Background: an optimization exercise with open tools, aiming at a short achievable clock period and few clock cycles per item. Do not read the settings as production practice.
The RTL was checked by simulation tests, not by an equivalence proof against the original design.
Power and IR drop assume default switching activity.

==> flow/design.v <==
package pn_pkg;
    localparam int TOK_DEPTH = 12;               
    localparam int VAL_W     = 18;               
    localparam int FRM_DEPTH = 6;                
    typedef logic [2:0]            tok_field_t;  
    typedef logic signed [31:0]    result_t;     
    typedef logic signed [VAL_W-1:0] val_t;      
    typedef logic [3:0]            tok_idx_t;    
    typedef logic [1:0]            mode_t;
    localparam mode_t MODE_PREFIX  = 2'd2;
    localparam mode_t MODE_POSTFIX = 2'd3;
    localparam tok_field_t OP_ADD     = 3'd0;
    localparam tok_field_t OP_SUB     = 3'd1;
    localparam tok_field_t OP_MUL     = 3'd2;
    localparam tok_field_t OP_ABS_SUM = 3'd3;
    typedef enum logic [2:0] {
        IDLE,        
        RECEIVE,     
        DRAIN,       
        REPLAY,      
        REPLAY_END,  
        REJECT       
    } seq_state_t;
    function automatic val_t alu(input tok_field_t op, input val_t l, input val_t r);
        val_t s;
        s = l + r;
        case (op)
            OP_ADD:     alu = s;
            OP_SUB:     alu = l - r;
            OP_MUL:     alu = l * r;
            OP_ABS_SUM: alu = s[VAL_W-1] ? -s : s;
            default:    alu = '0;
        endcase
    endfunction
endpackage
`timescale 1ns/10ps
module pn_token_buffer (
    input  logic               clk,
    input  logic               wr_en,
    input  pn_pkg::tok_idx_t   wr_idx,
    input  logic               wr_op,
    input  pn_pkg::tok_field_t wr_val,
    input  pn_pkg::tok_idx_t   rd_a,
    output logic               a_op,
    output pn_pkg::tok_field_t a_val,
    input  pn_pkg::tok_idx_t   rd_b,
    output logic               b_op,
    output pn_pkg::tok_field_t b_val
);
    pn_pkg::tok_field_t store_val [pn_pkg::TOK_DEPTH];
    logic               store_op  [pn_pkg::TOK_DEPTH];
    always_ff @(posedge clk) begin
        if (wr_en && wr_idx < pn_pkg::TOK_DEPTH) begin
            store_val[wr_idx] <= wr_val;
            store_op[wr_idx]  <= wr_op;
        end
    end
    always_comb begin
        a_op  = 1'b0;
        a_val = '0;
        b_op  = 1'b0;
        b_val = '0;
        if (rd_a < pn_pkg::TOK_DEPTH) begin
            a_op  = store_op[rd_a];
            a_val = store_val[rd_a];
        end
        if (rd_b < pn_pkg::TOK_DEPTH) begin
            b_op  = store_op[rd_b];
            b_val = store_val[rd_b];
        end
    end
endmodule
`timescale 1ns/10ps
module pn_stack_eval (
    input  logic               clk,
    input  logic               rst_n,
    input  logic               clear,       
    input  logic               tok_valid,
    input  logic               tok_op,
    input  pn_pkg::tok_field_t tok_val,
    input  logic               swap,        
    output pn_pkg::val_t       result       
);
    localparam int SD = pn_pkg::TOK_DEPTH - 1;
    pn_pkg::val_t     acc;                  
    pn_pkg::val_t     stk [SD];             
    pn_pkg::val_t     bottom;
    pn_pkg::tok_idx_t depth;
    pn_pkg::val_t     operand;
    pn_pkg::val_t     r_add, r_sub, r_mul, r_abs, op_res;
    logic             do_push, do_pop;
    assign operand = pn_pkg::val_t'(tok_val);
    assign do_push = tok_valid && !tok_op && (depth < pn_pkg::TOK_DEPTH);
    assign do_pop  = tok_valid &&  tok_op && (depth >= 2);
    always_comb begin
        pn_pkg::val_t s;
        s     = stk[0] + acc;
        r_add = s;
        r_sub = swap ? (acc - stk[0]) : (stk[0] - acc);
        r_mul = stk[0] * acc;
        r_abs = s[pn_pkg::VAL_W-1] ? -s : s;
        case (tok_val)
            pn_pkg::OP_ADD:     op_res = r_add;
            pn_pkg::OP_SUB:     op_res = r_sub;
            pn_pkg::OP_MUL:     op_res = r_mul;
            pn_pkg::OP_ABS_SUM: op_res = r_abs;
            default:            op_res = '0;
        endcase
    end
    always_ff @(posedge clk) begin
        if (do_push) begin
            acc    <= operand;
            stk[0] <= acc;
            for (int i = 1; i < SD; i++)
                stk[i] <= stk[i-1];
        end else if (do_pop) begin
            acc <= op_res;
            for (int i = 0; i < SD - 1; i++)
                stk[i] <= stk[i+1];
        end
        if (do_push && depth == '0)
            bottom <= operand;
        else if (do_pop && depth == pn_pkg::tok_idx_t'(2))
            bottom <= op_res;
    end
    always_ff @(posedge clk or negedge rst_n) begin
        if (!rst_n)
            depth <= '0;
        else if (clear)
            depth <= '0;
        else if (do_push)
            depth <= depth + 1'b1;
        else if (do_pop)
            depth <= depth - 1'b1;
    end
    assign result = (depth == '0) ? '0 : bottom;
endmodule
module pn_prefix_eval (
    input  logic               clk,
    input  logic               rst_n,
    input  logic               clear,       
    input  logic               tok_valid,   
    input  logic               tok_op,
    input  pn_pkg::tok_field_t tok_val,
    output logic               consume,     
    output logic               root_now,    
    output pn_pkg::val_t       root_val,
    output logic               done,        
    output pn_pkg::val_t       res,
    output logic               malformed,
    output logic               busy         
);
    localparam int FD = pn_pkg::FRM_DEPTH;
    pn_pkg::tok_field_t f_op  [FD];         
    logic               f_has [FD];         
    pn_pkg::val_t       f_l   [FD];
    logic [2:0]         fcnt;
    pn_pkg::val_t       cval;               
    pn_pkg::val_t       operand;
    pn_pkg::val_t       r_chain;
    pn_pkg::val_t       r_small [8];
    pn_pkg::val_t       r_tok;
    pn_pkg::val_t       r;
    logic               tok_operand;
    logic               reduce;
    logic               fill;
    logic               push;
    logic               bad;
    assign operand = pn_pkg::val_t'(tok_val);
    assign consume = tok_valid && !busy;
    assign tok_operand = consume && !tok_op && !done;
    assign r_chain = pn_pkg::alu(f_op[0], f_l[0], cval);
    always_comb begin
        for (int k = 0; k < 8; k++)
            r_small[k] = pn_pkg::alu(f_op[0], f_l[0], pn_pkg::val_t'(k));
        r_tok = r_small[tok_val];
    end
    assign reduce = busy || (tok_operand && fcnt != '0 && f_has[0]);
    assign fill   = tok_operand && fcnt != '0 && !f_has[0];
    assign push   = consume && tok_op && !done && fcnt != 3'(FD);
    assign bad    = consume && (done || (tok_op && fcnt == 3'(FD)));
    assign r      = busy ? r_chain : r_tok;
    assign root_now = (reduce && fcnt == 3'd1) || (tok_operand && fcnt == '0);
    assign root_val = (reduce) ? r : operand;
    always_ff @(posedge clk) begin
        if (reduce) begin
            for (int i = 0; i < FD - 1; i++) begin
                f_op[i]  <= f_op[i+1];
                f_has[i] <= f_has[i+1];
                f_l[i]   <= f_l[i+1];
            end
            if (!f_has[1]) begin
                f_has[0] <= 1'b1;
                f_l[0]   <= r;
            end
            cval <= r;
        end else if (push) begin
            f_op[0]  <= tok_val;
            f_has[0] <= 1'b0;
            for (int i = 1; i < FD; i++) begin
                f_op[i]  <= f_op[i-1];
                f_has[i] <= f_has[i-1];
                f_l[i]   <= f_l[i-1];
            end
        end else if (fill) begin
            f_has[0] <= 1'b1;
            f_l[0]   <= operand;
        end
        if (root_now)
            res <= root_val;
    end
    always_ff @(posedge clk or negedge rst_n) begin
        if (!rst_n) begin
            fcnt      <= '0;
            busy      <= 1'b0;
            done      <= 1'b0;
            malformed <= 1'b0;
        end else if (clear) begin
            fcnt      <= '0;
            busy      <= 1'b0;
            done      <= 1'b0;
            malformed <= 1'b0;
        end else begin
            if (reduce) begin
                fcnt <= fcnt - 1'b1;
                busy <= (fcnt != 3'd1) && f_has[1];
            end else if (push) begin
                fcnt <= fcnt + 1'b1;
            end
            if (root_now)
                done <= 1'b1;
            if (bad)
                malformed <= 1'b1;
        end
    end
endmodule
`timescale 1ns/10ps
module pn_top (
    input  logic               clk,
    input  logic               rst_n,
    input  logic               in_valid,
    input  pn_pkg::mode_t      mode,
    input  logic               operator,
    input  pn_pkg::tok_field_t in,
    output logic               out_valid,
    output pn_pkg::result_t    out
);
    pn_pkg::seq_state_t state;
    pn_pkg::seq_state_t state_d;
    logic       pre_q;               
    pn_pkg::tok_idx_t   wr;                  
    pn_pkg::tok_idx_t   rp;                  
    pn_pkg::tok_idx_t   ridx;                
    logic       capture;
    logic       live_pre;
    logic       live_post;
    logic       clear;
    logic       a_op, b_op;
    pn_pkg::tok_field_t a_val, b_val;
    logic       q_empty;
    logic       p_valid, p_op;
    pn_pkg::tok_field_t p_val;
    logic       p_consume, p_root_now, p_done, p_malformed, p_busy;
    pn_pkg::val_t       p_root_val, p_res;
    logic       s_valid, s_op, s_swap;
    pn_pkg::tok_field_t s_val;
    pn_pkg::val_t       s_result;
    logic       ended;
    logic       q_empty_after;
    logic       fire_post, fire_pre, fire_rep, fire;
    logic       fallback;
    pn_pkg::val_t       fire_val;
    assign capture   = in_valid && ((state == pn_pkg::IDLE && mode[1]) || state == pn_pkg::RECEIVE);
    assign live_pre  = in_valid && ((state == pn_pkg::IDLE && mode == pn_pkg::MODE_PREFIX)  || (state == pn_pkg::RECEIVE &&  pre_q));
    assign live_post = in_valid && ((state == pn_pkg::IDLE && mode == pn_pkg::MODE_POSTFIX) || (state == pn_pkg::RECEIVE && !pre_q));
    assign clear     = out_valid;    
    pn_token_buffer i_token_buffer (
        .clk    (clk),
        .wr_en  (capture),
        .wr_idx (wr),
        .wr_op  (operator),
        .wr_val (in),
        .rd_a   (rp),
        .a_op   (a_op),
        .a_val  (a_val),
        .rd_b   (ridx),
        .b_op   (b_op),
        .b_val  (b_val)
    );
    assign q_empty = (rp == wr);
    assign p_valid = q_empty ? live_pre : (pre_q && (state == pn_pkg::RECEIVE || state == pn_pkg::DRAIN));
    assign p_op    = q_empty ? operator : a_op;
    assign p_val   = q_empty ? in       : a_val;
    pn_prefix_eval i_prefix_eval (
        .clk       (clk),
        .rst_n     (rst_n),
        .clear     (clear),
        .tok_valid (p_valid),
        .tok_op    (p_op),
        .tok_val   (p_val),
        .consume   (p_consume),
        .root_now  (p_root_now),
        .root_val  (p_root_val),
        .done      (p_done),
        .res       (p_res),
        .malformed (p_malformed),
        .busy      (p_busy)
    );
    assign s_swap  = (state == pn_pkg::REPLAY);
    assign s_valid = s_swap ? 1'b1  : live_post;
    assign s_op    = s_swap ? b_op  : operator;
    assign s_val   = s_swap ? b_val : in;
    pn_stack_eval i_stack_eval (
        .clk       (clk),
        .rst_n     (rst_n),
        .clear     (clear),
        .tok_valid (s_valid),
        .tok_op    (s_op),
        .tok_val   (s_val),
        .swap      (s_swap),
        .result    (s_result)
    );
    assign ended         = (state == pn_pkg::RECEIVE && pre_q && !in_valid) || state == pn_pkg::DRAIN;
    assign q_empty_after = (rp + pn_pkg::tok_idx_t'(p_consume)) == wr;
    assign fire_pre  = ended && !p_malformed && q_empty_after && (p_root_now || (p_done && !p_consume));
    assign fallback  = ended && !fire_pre && (p_malformed || (q_empty && !p_busy && !p_done));
    assign fire_post = state == pn_pkg::RECEIVE && !pre_q && !in_valid;
    assign fire_rep  = state == pn_pkg::REPLAY_END;
    assign fire      = fire_post || fire_pre || fire_rep;
    assign fire_val  = fire_pre ? (p_root_now ? p_root_val : p_res) : s_result;
    always_comb begin
        state_d = state;
        case (state)
            pn_pkg::IDLE:       if (in_valid) state_d = mode[1] ? pn_pkg::RECEIVE : pn_pkg::REJECT;
            pn_pkg::REJECT:     if (!in_valid) state_d = pn_pkg::IDLE;
            pn_pkg::RECEIVE, pn_pkg::DRAIN: begin
                if (state == pn_pkg::RECEIVE && in_valid)
                    state_d = pn_pkg::RECEIVE;
                else if (fire_post || fire_pre)
                    state_d = pn_pkg::IDLE;
                else if (fallback)
                    state_d = pn_pkg::REPLAY;
                else
                    state_d = pn_pkg::DRAIN;
            end
            pn_pkg::REPLAY:     if (ridx == '0) state_d = pn_pkg::REPLAY_END;
            pn_pkg::REPLAY_END: state_d = pn_pkg::IDLE;
            default:    state_d = pn_pkg::IDLE;
        endcase
    end
    always_ff @(posedge clk or negedge rst_n) begin
        if (!rst_n) begin
            state     <= pn_pkg::IDLE;
            pre_q     <= 1'b0;
            wr        <= '0;
            rp        <= '0;
            ridx      <= '0;
            out_valid <= 1'b0;
            out       <= '0;
        end else begin
            state <= state_d;
            if (state == pn_pkg::IDLE && in_valid)
                pre_q <= (mode == pn_pkg::MODE_PREFIX);
            if (clear)
                wr <= '0;
            else if (capture && wr < pn_pkg::TOK_DEPTH)
                wr <= wr + 1'b1;
            if (clear)
                rp <= '0;
            else if (p_consume)
                rp <= rp + 1'b1;
            if (fallback)
                ridx <= wr - 1'b1;
            else if (state == pn_pkg::REPLAY)
                ridx <= ridx - 1'b1;
            out_valid <= fire;
            out       <= fire ? pn_pkg::result_t'(fire_val) : '0;
        end
    end
endmodule
==> flow/run.sh <==
#!/bin/bash
# synth_recipe.tcl (not shown) runs the flow's synth.tcl, then flattens the netlist and writes it again
# the make line also repeats each setting of config.mk as NAME=value (left out here)
make -C /OpenROAD-flow-scripts/flow DESIGN_CONFIG=/design/flow/config.mk WORK_HOME=/design/flow/orfs CLKGATE_MAP_FILE= SYNTH_SCRIPT=/design/flow/synth_recipe.tcl finish
==> flow/config.mk <==
export PLATFORM = sky130hd
export DESIGN_NAME = pn_top
export DESIGN_NICKNAME = pn_top
export VERILOG_FILES = /design/flow/design.v
export SDC_FILE = /design/flow/constraint.sdc
export NUM_CORES = 4
export LEC_CHECK = 0
export CAP_MARGIN = 20
export CORE_MARGIN = 2
export CORE_UTILIZATION = 40
export SLEW_MARGIN = 20
==> flow/constraint.sdc <==
create_clock -name core_clock -period 11.0 [get_ports {clk}]
set_input_delay 2.2000 -clock core_clock [delete_from_list [all_inputs] [get_ports {clk}]]
set_output_delay 2.2000 -clock core_clock [all_outputs]
set_load 0.01 [all_outputs]
==> results of run 1 <==
-- final timing paths --
| kind | from | endpoint | slack (ps) | depth (start not counted) |
|---|---|---|---|---|
| worst max register to register | i_prefix_eval.f_l[0][0]$_DFFE_PP_ | out[30]$_DFF_PN0_ | 3030 | 23 |
| max in group asynchronous | rst_n | out[16]$_DFF_PN0_ | 8840 | 2 |
| min in group asynchronous | rst_n | out[7]$_DFF_PN0_ | 1670 | 2 |
| worst min register to register | i_stack_eval.stk[9][14]$_DFFE_PP_ | i_stack_eval.stk[10][14]$_DFFE_PP_ | 450 | 0 |
| worst min-delay path | i_stack_eval.stk[9][14]$_DFFE_PP_ | i_stack_eval.stk[10][14]$_DFFE_PP_ | 450 | 0 |
| worst max-delay path | i_prefix_eval.f_l[0][0]$_DFFE_PP_ | out[30]$_DFF_PN0_ | 3030 | 23 |
-- flip-flops by register name, indices dropped and copies added, names as in the netlist, 4 cells and up --
register                  flops
i_stack_eval.acc             18
i_token_buffer.store_op      12
out                          18
i_prefix_eval.res            18
i_prefix_eval.f_has           6
i_prefix_eval.f_op           18
i_prefix_eval.cval           18
i_stack_eval.stk            198
ridx                          4
i_stack_eval.depth            4
i_prefix_eval.f_l           108
i_stack_eval.bottom          18
wr                            4
i_token_buffer.store_val     36
rp                            4
-- layer usage --
layer | track usage | wire [µm]
met1 | 0.423 | 80700
met2 | 0.431 | 80200
met3 | 0.0955 | 27000
met4 | 0.115 | 8720
met5 | 0.0122 | 216
-- cells in the final DEF (no fill, tap or decap), types with 38 or more instances in the layout --
cell / Yosys / layout
sky130_fd_sc_hd__nand2_1: 1147 / 1142
sky130_fd_sc_hd__inv_1: 481 / 480
sky130_fd_sc_hd__nor2_1: 444 / 439
sky130_fd_sc_hd__xnor2_1: 422 / 422
sky130_fd_sc_hd__edfxtp_1: 401 / 401
sky130_fd_sc_hd__ha_1: 343 / 342
sky130_fd_sc_hd__o21ai_0: 319 / 317
sky130_fd_sc_hd__a21oi_1: 283 / 281
sky130_fd_sc_hd__fa_1: 237 / 237
sky130_fd_sc_hd__buf_4: 14 / 132
sky130_fd_sc_hd__nand3_1: 127 / 125
sky130_fd_sc_hd__nor3_1: 124 / 123
sky130_fd_sc_hd__xor2_1: 100 / 99
sky130_fd_sc_hd__a31oi_1: 67 / 67
sky130_fd_sc_hd__o22ai_1: 62 / 62
sky130_fd_sc_hd__mux2i_1: 59 / 59
sky130_fd_sc_hd__a211oi_1: 59 / 58
sky130_fd_sc_hd__clkbuf_16: 0 / 57
sky130_fd_sc_hd__dfxtp_1: 49 / 49
sky130_fd_sc_hd__nor2b_1: 46 / 46
sky130_fd_sc_hd__dfrtp_1: 45 / 45
sky130_fd_sc_hd__o31ai_1: 43 / 42
sky130_fd_sc_hd__clkdlybuf4s50_1: 0 / 40
sky130_fd_sc_hd__nand4_1: 39 / 39
sky130_fd_sc_hd__a221oi_1: 39 / 39
sky130_fd_sc_hd__a21o_1: 38 / 38
-- worst register-to-register path, delay by kind of cell, from the launching register on --
family                   cells  cell delay (ps)
AO/OA/AOI/OAI                9             3040
flip-flops                   1              520
AND/OR/NAND/NOR              2              200
XOR/XNOR                     1              140
adder cells (fa/ha/maj)      7             2890
buffers and inverters        4             1050
-- stage by stage --
stage | setup slack (ps) | cell area (µm²) | hold WS (ps) | power [mW]
detailed placement | 3550 | 52000 | 435 | 11.0
CTS | 3490 | 53800 | 452 | 13.0
global route | 2950 | 53800 | 463 | 14.0
finish | 3030 | 53900 | 449 | 13.2
global placement | 3620 | 52000 | 432 | 11.0
floorplan | 3380 | 49900 | 419 | 8.26
-- Yosys cell counts, types with 32 or more instances --
master	count
sky130_fd_sc_hd__a21oi_1	283
sky130_fd_sc_hd__inv_1	481
sky130_fd_sc_hd__o22ai_1	62
sky130_fd_sc_hd__o21ai_0	319
sky130_fd_sc_hd__ha_1	343
sky130_fd_sc_hd__and2_1	37
sky130_fd_sc_hd__nand2_1	1147
sky130_fd_sc_hd__o31ai_1	43
sky130_fd_sc_hd__a211oi_1	59
sky130_fd_sc_hd__nand4_1	39
sky130_fd_sc_hd__nor2_1	444
sky130_fd_sc_hd__o211ai_1	35
sky130_fd_sc_hd__clkbuf_1	291
sky130_fd_sc_hd__a21o_1	38
sky130_fd_sc_hd__buf_1	46
sky130_fd_sc_hd__nor2b_1	46
sky130_fd_sc_hd__and3_1	33
sky130_fd_sc_hd__fa_1	237
sky130_fd_sc_hd__xnor2_1	422
sky130_fd_sc_hd__a22o_1	32
sky130_fd_sc_hd__mux2i_1	59
sky130_fd_sc_hd__xor2_1	100
sky130_fd_sc_hd__nand3_1	127
sky130_fd_sc_hd__dfxtp_1	49
sky130_fd_sc_hd__dfrtp_1	45
sky130_fd_sc_hd__a221oi_1	39
sky130_fd_sc_hd__nand2b_1	37
sky130_fd_sc_hd__a31oi_1	67
sky130_fd_sc_hd__edfxtp_1	401
sky130_fd_sc_hd__nor3_1	124
-- power groups by stage --
stage | combinational (mW) | clock [mW] | sequential [mW]
2_1_floorplan | 5.33 | 0 | 2.93
3_3_place_gp | 7.86 | 0 | 3.11
3_5_place_dp | 7.92 | 0 | 3.12
4_1_cts | 7.98 | 1.89 | 3.09
5_1_grt | 8.87 | 1.96 | 3.15
6_report | 8.27 | 1.86 | 3.09
-- cells by family after synthesis --
kind of cell,after synthesis,synth area share
buffers and inverters,883,0.0686
AO/OA/AOI/OAI,1242,0.162
XOR/XNOR,522,0.0916
AND/OR/NAND/NOR,2169,0.189
adder cells (fa/ha/maj),580,0.181
flip-flops,495,0.284
multiplexers,91,0.0247
-- final cells by class --
cell class | instances | area [µm²] | share of cell area
Antenna cell | 8 | 20.0 | 0.000372
Clock buffer | 74 | 1520 | 0.0283
Clock inverter | 26 | 270 | 0.00502
Inverter | 501 | 1890 | 0.0351
Multi-Input combinational cell | 4604 | 32500 | 0.604
Sequential cell | 495 | 14100 | 0.263
Tap cell | 1637 | 2050 | 0.0380
Timing Repair Buffer | 174 | 1420 | 0.0263
==> impl_metrics.ini, run 1 <==
[drt]
postRouteAntennaNets = 0
route.detailed.vias_per_inst = 6.14
drt_drc_violations_left = 0
dr_wl_cell_um = 26.2
dr_total_vias = 46200
totalWireLength_um = 197000
drt_pass1_iterations = 8
drt_iter0_drc = 6451

[clock_network]
cts_tree = done
cts.hold.buffers_added = 0
ctsRootBufferMaster = sky130_fd_sc_hd__clkbuf_16
worstSkewPairLatency_ps = 640
cts.clk_slew.worst_paths_ps = 70
cts_buffers = 53
tritoncts_num_sinks = 495
htreeDepth = 2
cts_post_setup_buffers_inserted = 0
cts_repair_resize_count = 0
clockBufferDepth = 3

[timing]
tightest_slew_ps = 1330
max_clock_freq_mhz = 126
maxSlewHeadroom = 0.103
setup_tns_ps = 0
drv_slew = 0
clock_skew_ps = 27.3
final.min_clock_period_ps = 7970
rsz_0062_raised_after_global_routing = false
finish_stage_setup_viols = 0
finalHoldViolations = 0
period_share = 0.724

[grt]
grt_first_pass_wirelength_um = 289000
grt_start_max_net_pins = 148
grt_antenna_before_repair = 5
first_global_vias = 44100
grt_overflow = 0
gr-usage-all-layers = 0.302

[logic_synthesis]
number_of_distinct_library_cells_after_synthesis = 94
ffs_latches_synth = 495
synth_async_sr_flop_share = 0.0909
synth_top_area_frac = 0.241
syn-mean-instance-area_um2 = 8.34
yosys-top-cells-area = sky130_fd_sc_hd__edfxtp_1 (24%), sky130_fd_sc_hd__fa_1 (9.5%), sky130_fd_sc_hd__nand2_1 (8.6%), sky130_fd_sc_hd__ha_1 (8.6%), sky130_fd_sc_hd__xnor2_1 (7.4%)
net_count_after_synthesis = 6571
post_synth_inst_count = 5982
synth_warnings = 9
synthFlopType = sky130_fd_sc_hd__edfxtp_1
netlist_area_um2 = 49900
synth_top_cell_by_area = sky130_fd_sc_hd__edfxtp_1
synth.yosys.seq_area_share = 0.284
edff_count_synth = 401

[floorplanning]
die_h_um = 357
coreArea_um2 = 124000
fp.dieW_um = 357
initial_utilization = 0.403
die_area_um2 = 128000
ioPinCount = 42
fp-row-count = 129

[power]
ir_worst_vdd_v = 0.000296
switchingPower_mw = 6.72
switching_share = 0.508
static-leakage-power_nw = 22.1
power_density_relative_to_cell_area_nw_per_um2 = 246
power.share.clock = 0.140
p_int_mw = 6.50
seqPwrFrac = 0.234
share_of_total_power_in_combinational_logic = 0.626

[critical_path]
cp_common_cell = sky130_fd_sc_hd__fa_1
critical_path.max_fanout = 14
critical-path-top-delay-family = compound AO/OA/AOI/OAI gates
crit_path_cell_trace = inv_1, buf_4, nor2_1, fa_1, fa_1, ha_1, ha_1, ha_1, inv_1, fa_1, inv_1, fa_1, a211oi_1, o21ai_0, a21oi_1, nor2b_1, o21ai_0, a21oi_1, xnor2_1, a222oi_1, o22ai_1, a22o_1, a22o_1
critPathLaunchType = register
critPathMaxStageDelay_ps = 920
critPathBufInv = 4
timing.critical_path.to_type = register
critical_path.slowest_cell = sky130_fd_sc_hd__a222oi_1
timing_worst_setup_path_type = reg2reg
critical_path_required_ps = 11510
worstPathArrival_ps = 8480

[final_layout]
post-route-util = 0.435
layout-drive-gt1-share = 0.0533
final_cells = 7519
filler_cell_count = 12400
area_growth_pct = 7.92
final_nets = 6418

[run]
maxCapViolCount = 0

[run_status]
status = complete, no violations

[placement]
number_of_placed_instances_with_taps_included = 7411
port_buffers = 41
place.detailed.hpwl_um = 143000
gpl.final_weighted_congestion = 1.07

[hold_path]
holdCritPathClass = reg2reg
Testbench counts, summed over its fixed seeds: cycles 34,907, exprs 3,200.
==> run 2, diff against run 1 <==
--- a/flow/design.v
+++ b/flow/design.v
@@ -22,4 +22,16 @@
         REJECT       
     } seq_state_t;
+    localparam int SML_W = 10;                  
+    function automatic val_t vmul(input val_t l, input val_t r);
+        logic                    l_small;
+        logic signed [SML_W-1:0] ls, rs;
+        val_t                    pl, pr;
+        l_small = (l[VAL_W-1:SML_W-1] == '0) || (l[VAL_W-1:SML_W-1] == '1);
+        ls = l[SML_W-1:0];
+        rs = r[SML_W-1:0];
+        pl = ls * r;
+        pr = l * rs;
+        vmul = l_small ? pl : pr;
+    endfunction
     function automatic val_t alu(input tok_field_t op, input val_t l, input val_t r);
         val_t s;
@@ -28,5 +40,5 @@
             OP_ADD:     alu = s;
             OP_SUB:     alu = l - r;
-            OP_MUL:     alu = l * r;
+            OP_MUL:     alu = vmul(l, r);
             OP_ABS_SUM: alu = s[VAL_W-1] ? -s : s;
             default:    alu = '0;
@@ -98,5 +110,5 @@
         r_add = s;
         r_sub = swap ? (acc - stk[0]) : (stk[0] - acc);
-        r_mul = stk[0] * acc;
+        r_mul = pn_pkg::vmul(stk[0], acc);
         r_abs = s[pn_pkg::VAL_W-1] ? -s : s;
         case (tok_val)
--- a/flow/config.mk
+++ b/flow/config.mk
@@ -9,3 +9,4 @@
 export CORE_MARGIN = 2
 export CORE_UTILIZATION = 40
+export SETUP_SLACK_MARGIN = 5
 export SLEW_MARGIN = 20
==> run 2 against run 1 <==
  * Sequential share of layout area fell by 3.7 points
  * Combinational power rose by 98%
  * Utilization rose by 2.1 points
  * Register-to-register slack improved by 1500 ps
  * Sequential power rose by 1%
  * Clock skew rose by 12 ps
  * Critical endpoint unchanged
  * Largest power group unchanged
  * Highest routed layer unchanged
==> impl_metrics.ini, run 2 <==
[drt]
dr_total_vias = 52400
postRouteAntennaNets = 0
drt_drc_violations_left = 0
drt_pass1_iterations = 7
dr_wl_cell_um = 26.9
drt_iter0_drc = 7154
totalWireLength_um = 229000
route.detailed.vias_per_inst = 6.17

[critical_path]
critical_path_required_ps = 11540
critPathLaunchType = register
timing.critical_path.to_type = register
critical_path.max_fanout = 27
setup.reg_to_reg.worst_slack_ps = 4490
reg2reg_to = out[30]$_DFF_PN0_
timing.reg2reg.worst_path_depth = 17
timing_worst_setup_path_type = reg2reg
timing.rr.start = i_prefix_eval.f_l[0][5]$_SDFFCE_PP0P_
worstPathArrival_ps = 7050

[final_layout]
area_of_the_multi_input_gates_um2 = 38500
max_flop_register = i_stack_eval.stk
area_growth_pct = 13.1
layout-drive-gt1-share = 0.109
largest_register_ff_count = 198
layout_commonest_cell = sky130_fd_sc_hd__nand2_1
ff_latch_area_um2 = 14200
final_nets = 7406
final_cells = 8491
reg.largest.list = i_stack_eval.stk (198), i_prefix_eval.f_l (108), i_token_buffer.store_val (36)
layout.cells.most_common_list = sky130_fd_sc_hd__nand2_1 (1198), sky130_fd_sc_hd__inv_1 (600), sky130_fd_sc_hd__nor2_1 (472)
filler_cell_count = 13500

[grt]
gr-usage-all-layers = 0.314
first_global_vias = 49900
grt_start_max_net_pins = 123
grt_antenna_before_repair = 13
grt_overflow = 0
grt_first_pass_wirelength_um = 332000

[placement]
place.detailed.hpwl_um = 163000
number_of_placed_instances_with_taps_included = 8220
post_place_setup_slack_ps = 3660
gpl.final_weighted_congestion = 1.05
port_buffers = 41

[power]
switchingPower_mw = 11.4
p_int_mw = 10.2
share_of_total_power_in_combinational_logic = 0.760
power.share.clock = 0.095
ir_worst_vdd_v = 0.000419
power_density_relative_to_cell_area_nw_per_um2 = 344
static-leakage-power_nw = 25.9
seqPwrFrac = 0.145
post-layout-total-power_mw = 21.6
switching_share = 0.527

[logic_synthesis]
net_count_after_synthesis = 7395
synth_warnings = 9
syn-mean-instance-area_um2 = 8.36
edff_count_synth = 401
ffs_latches_synth = 495
number_of_distinct_library_cells_after_synthesis = 111
synth.yosys.seq_area_share = 0.255
synthTopCellsByCount = sky130_fd_sc_hd__nand2_1 (1216), sky130_fd_sc_hd__inv_1 (644), sky130_fd_sc_hd__nor2_1 (492)
synth_top_area_frac = 0.217
synth_async_sr_flop_share = 0.0909
synth_top_cell_by_area = sky130_fd_sc_hd__edfxtp_1
post_synth_inst_count = 6635
netlist_area_um2 = 55500
yosysMostFrequentCell = sky130_fd_sc_hd__nand2_1
synthFlopType = sky130_fd_sc_hd__edfxtp_1
yosys-top-cells-area = sky130_fd_sc_hd__edfxtp_1 (22%), sky130_fd_sc_hd__fa_1 (13%), sky130_fd_sc_hd__ha_1 (8.7%), sky130_fd_sc_hd__nand2_1 (8.2%), sky130_fd_sc_hd__xnor2_1 (6.8%)

[timing]
setup_tns_ps = 0
tightest_slew_ps = 1280
drv_slew = 0
clock_skew_ps = 39.7
finalHoldViolations = 0
final.min_clock_period_ps = 6510
rsz_0062_raised_after_global_routing = true
max_clock_freq_mhz = 154
period_share = 0.592
maxSlewHeadroom = 0.140
finalWorstSetupSlack_ps = 4490
finish_stage_setup_viols = 0

[hold_path]
holdCritStartpoint = i_stack_eval.stk[9][12]$_DFFE_PP_
hold-path-cell-count = 0
min_to = i_stack_eval.stk[10][12]$_DFFE_PP_
holdCritPathClass = reg2reg

[clock_network]
cts.clk_slew.worst_paths_ps = 70
cts_tree = done
cts.hold.buffers_added = 0
worstSkewPairLatency_ps = 650
clockBufferDepth = 3
ctsRootBufferMaster = sky130_fd_sc_hd__clkbuf_16
tritoncts_num_sinks = 495
cts_buffers = 54
htreeDepth = 2

[floorplanning]
die_area_um2 = 142000
fp-row-count = 136
coreArea_um2 = 137000
ioPinCount = 42
die_h_um = 376
initial_utilization = 0.404
fp.dieW_um = 376

[run]
maxCapViolCount = 0

[run_status]
status = complete, no violations
-- run 2: power by group through the flow --
stage / Sequential [mW] / Combinational (mW) / Clock, mW
final: 3.13 / 16.4 / 2.05
after global routing: 3.18 / 17.5 / 2.15
after CTS: 3.13 / 15.0 / 2.08
after detailed placement: 3.19 / 13.9 / 0
after global placement: 3.18 / 13.8 / 0
after floorplan: 2.99 / 9.76 / 0
-- run 2: cell families after synthesis --
family                   share of synthesized area
XOR/XNOR                                    0.0860
AND/OR/NAND/NOR                              0.185
flip-flops                                   0.255
adder cells (fa/ha/maj)                      0.218
multiplexers                                0.0238
buffers and inverters                       0.0764
AO/OA/AOI/OAI                                0.156
-- run 2: worst max-delay path by stage --
stage | startpoint | endpoint | slack (ps) | depth (start not counted)
after floorplan | i_prefix_eval.f_l[0][1]$_DFFE_PP_ | i_prefix_eval.f_l[0][16]$_SDFFCE_PP0P_ | 4940 | 26
after global placement | i_prefix_eval.cval[1]$_DFFE_PN_ | i_prefix_eval.f_l[0][15]$_SDFFCE_PP0P_ | 3750 | 22
after detailed placement | i_prefix_eval.cval[1]$_DFFE_PN_ | i_prefix_eval.f_l[0][15]$_SDFFCE_PP0P_ | 3660 | 22
after CTS | i_prefix_eval.f_l[0][2]$_DFFE_PP_ | i_prefix_eval.f_l[0][16]$_SDFFCE_PP0P_ | 4810 | 25
after global routing | i_prefix_eval.cval[3]$_DFFE_PN_ | i_prefix_eval.f_l[0][16]$_SDFFCE_PP0P_ | 4560 | 24
final | i_prefix_eval.f_l[0][5]$_SDFFCE_PP0P_ | out[30]$_DFF_PN0_ | 4490 | 17
-- run 2: routing by layer --
metal,vias up,GRT usage,part of all wire,wire length [µm]
met1,25500,0.421,0.40,91400
met3,913,0.0873,0.12,27800
met5,-,0,0.00024,56
met2,3371,0.454,0.41,93300
met4,8,0.175,0.071,16200
li1,22600,-,-,-
-- run 2: through the flow --
| step | hold WS, ps | utilization | cell area (µm²) |
|---|---|---|---|
| 5_1_grt | 456 | 0.456 | 62700 |
| 3_5_place_dp | 433 | 0.420 | 57800 |
| 6_report | 439 | 0.456 | 62700 |
| 2_1_floorplan | 424 | - | 55800 |
| 4_1_cts | 439 | 0.448 | 61600 |
| 3_3_place_gp | 429 | 0.420 | 57800 |
-- run 2: timing repair --
item	in CTS	in global routing
resized for setup	224	155
gates cloned	4	1
setup endpoints to repair	188	221
setup buffers	101	58
pin swaps	81	89
-- run 2: layout make-up --
type / instances / share of cell area
sequential: 495 / 0.226
timing repair buffer: 345 / 0.0500
clock inverter: 26 / 0.00700
inverter: 676 / 0.0431
clock buffer: 73 / 0.0250
tap: 1794 / 0.0358
multi-input combinational: 5073 / 0.613
antenna: 8 / 0.000319
timing repair inverter: 1 / 0.000140
-- run 2: critical path, cell delays in order, from the launching register on --
cell and delay, ps:
sky130_fd_sc_hd__edfxtp_1 380, sky130_fd_sc_hd__buf_12 140, sky130_fd_sc_hd__buf_4 140, sky130_fd_sc_hd__buf_4 370, sky130_fd_sc_hd__ha_1 360, sky130_fd_sc_hd__buf_4 380
sky130_fd_sc_hd__and4_1 800, sky130_fd_sc_hd__nand3_1 660, sky130_fd_sc_hd__nor2_1 540, sky130_fd_sc_hd__xnor2_1 260, sky130_fd_sc_hd__nand4_1 150, sky130_fd_sc_hd__a21oi_1 140
sky130_fd_sc_hd__a2111oi_0 410, sky130_fd_sc_hd__nand3_1 200, sky130_fd_sc_hd__nor4_4 760, sky130_fd_sc_hd__o32ai_4 240, sky130_fd_sc_hd__a22o_1 240, sky130_fd_sc_hd__a22o_1 180
Testbench counts of run 2, summed over its fixed seeds: cycles 34,907, exprs 3,200.

re-timing with driven ports:
The results above use ideal ports. As a check the final layouts listed here were re-extracted and re-timed, cells and wires unchanged. Step 1 sets driving cells, clkbuf_16 on the clock port and buf_2 on the other inputs (assumed; they add their load-dependent delay and slew). Step 2 also shifts input and output timing later by t, the mid clock arrival at the registers, as if the neighbouring blocks saw the same clock. Three values: ideal ports, drivers, drivers and shift; two values: the first two.
run | shift t [ns] | setup slack, ns | pins driven straight from the clock port
run 1 | 0.694 | 3.033 / 3.033 / 3.033 | 1
run 2 | 0.707 | 4.489 / 4.489 / 4.051 | 1
After both steps setup and hold are still met in every run listed. For run 2, which loses most, drivers alone change the setup slack by 0.000 ns; drivers and shift together by -0.438 ns.
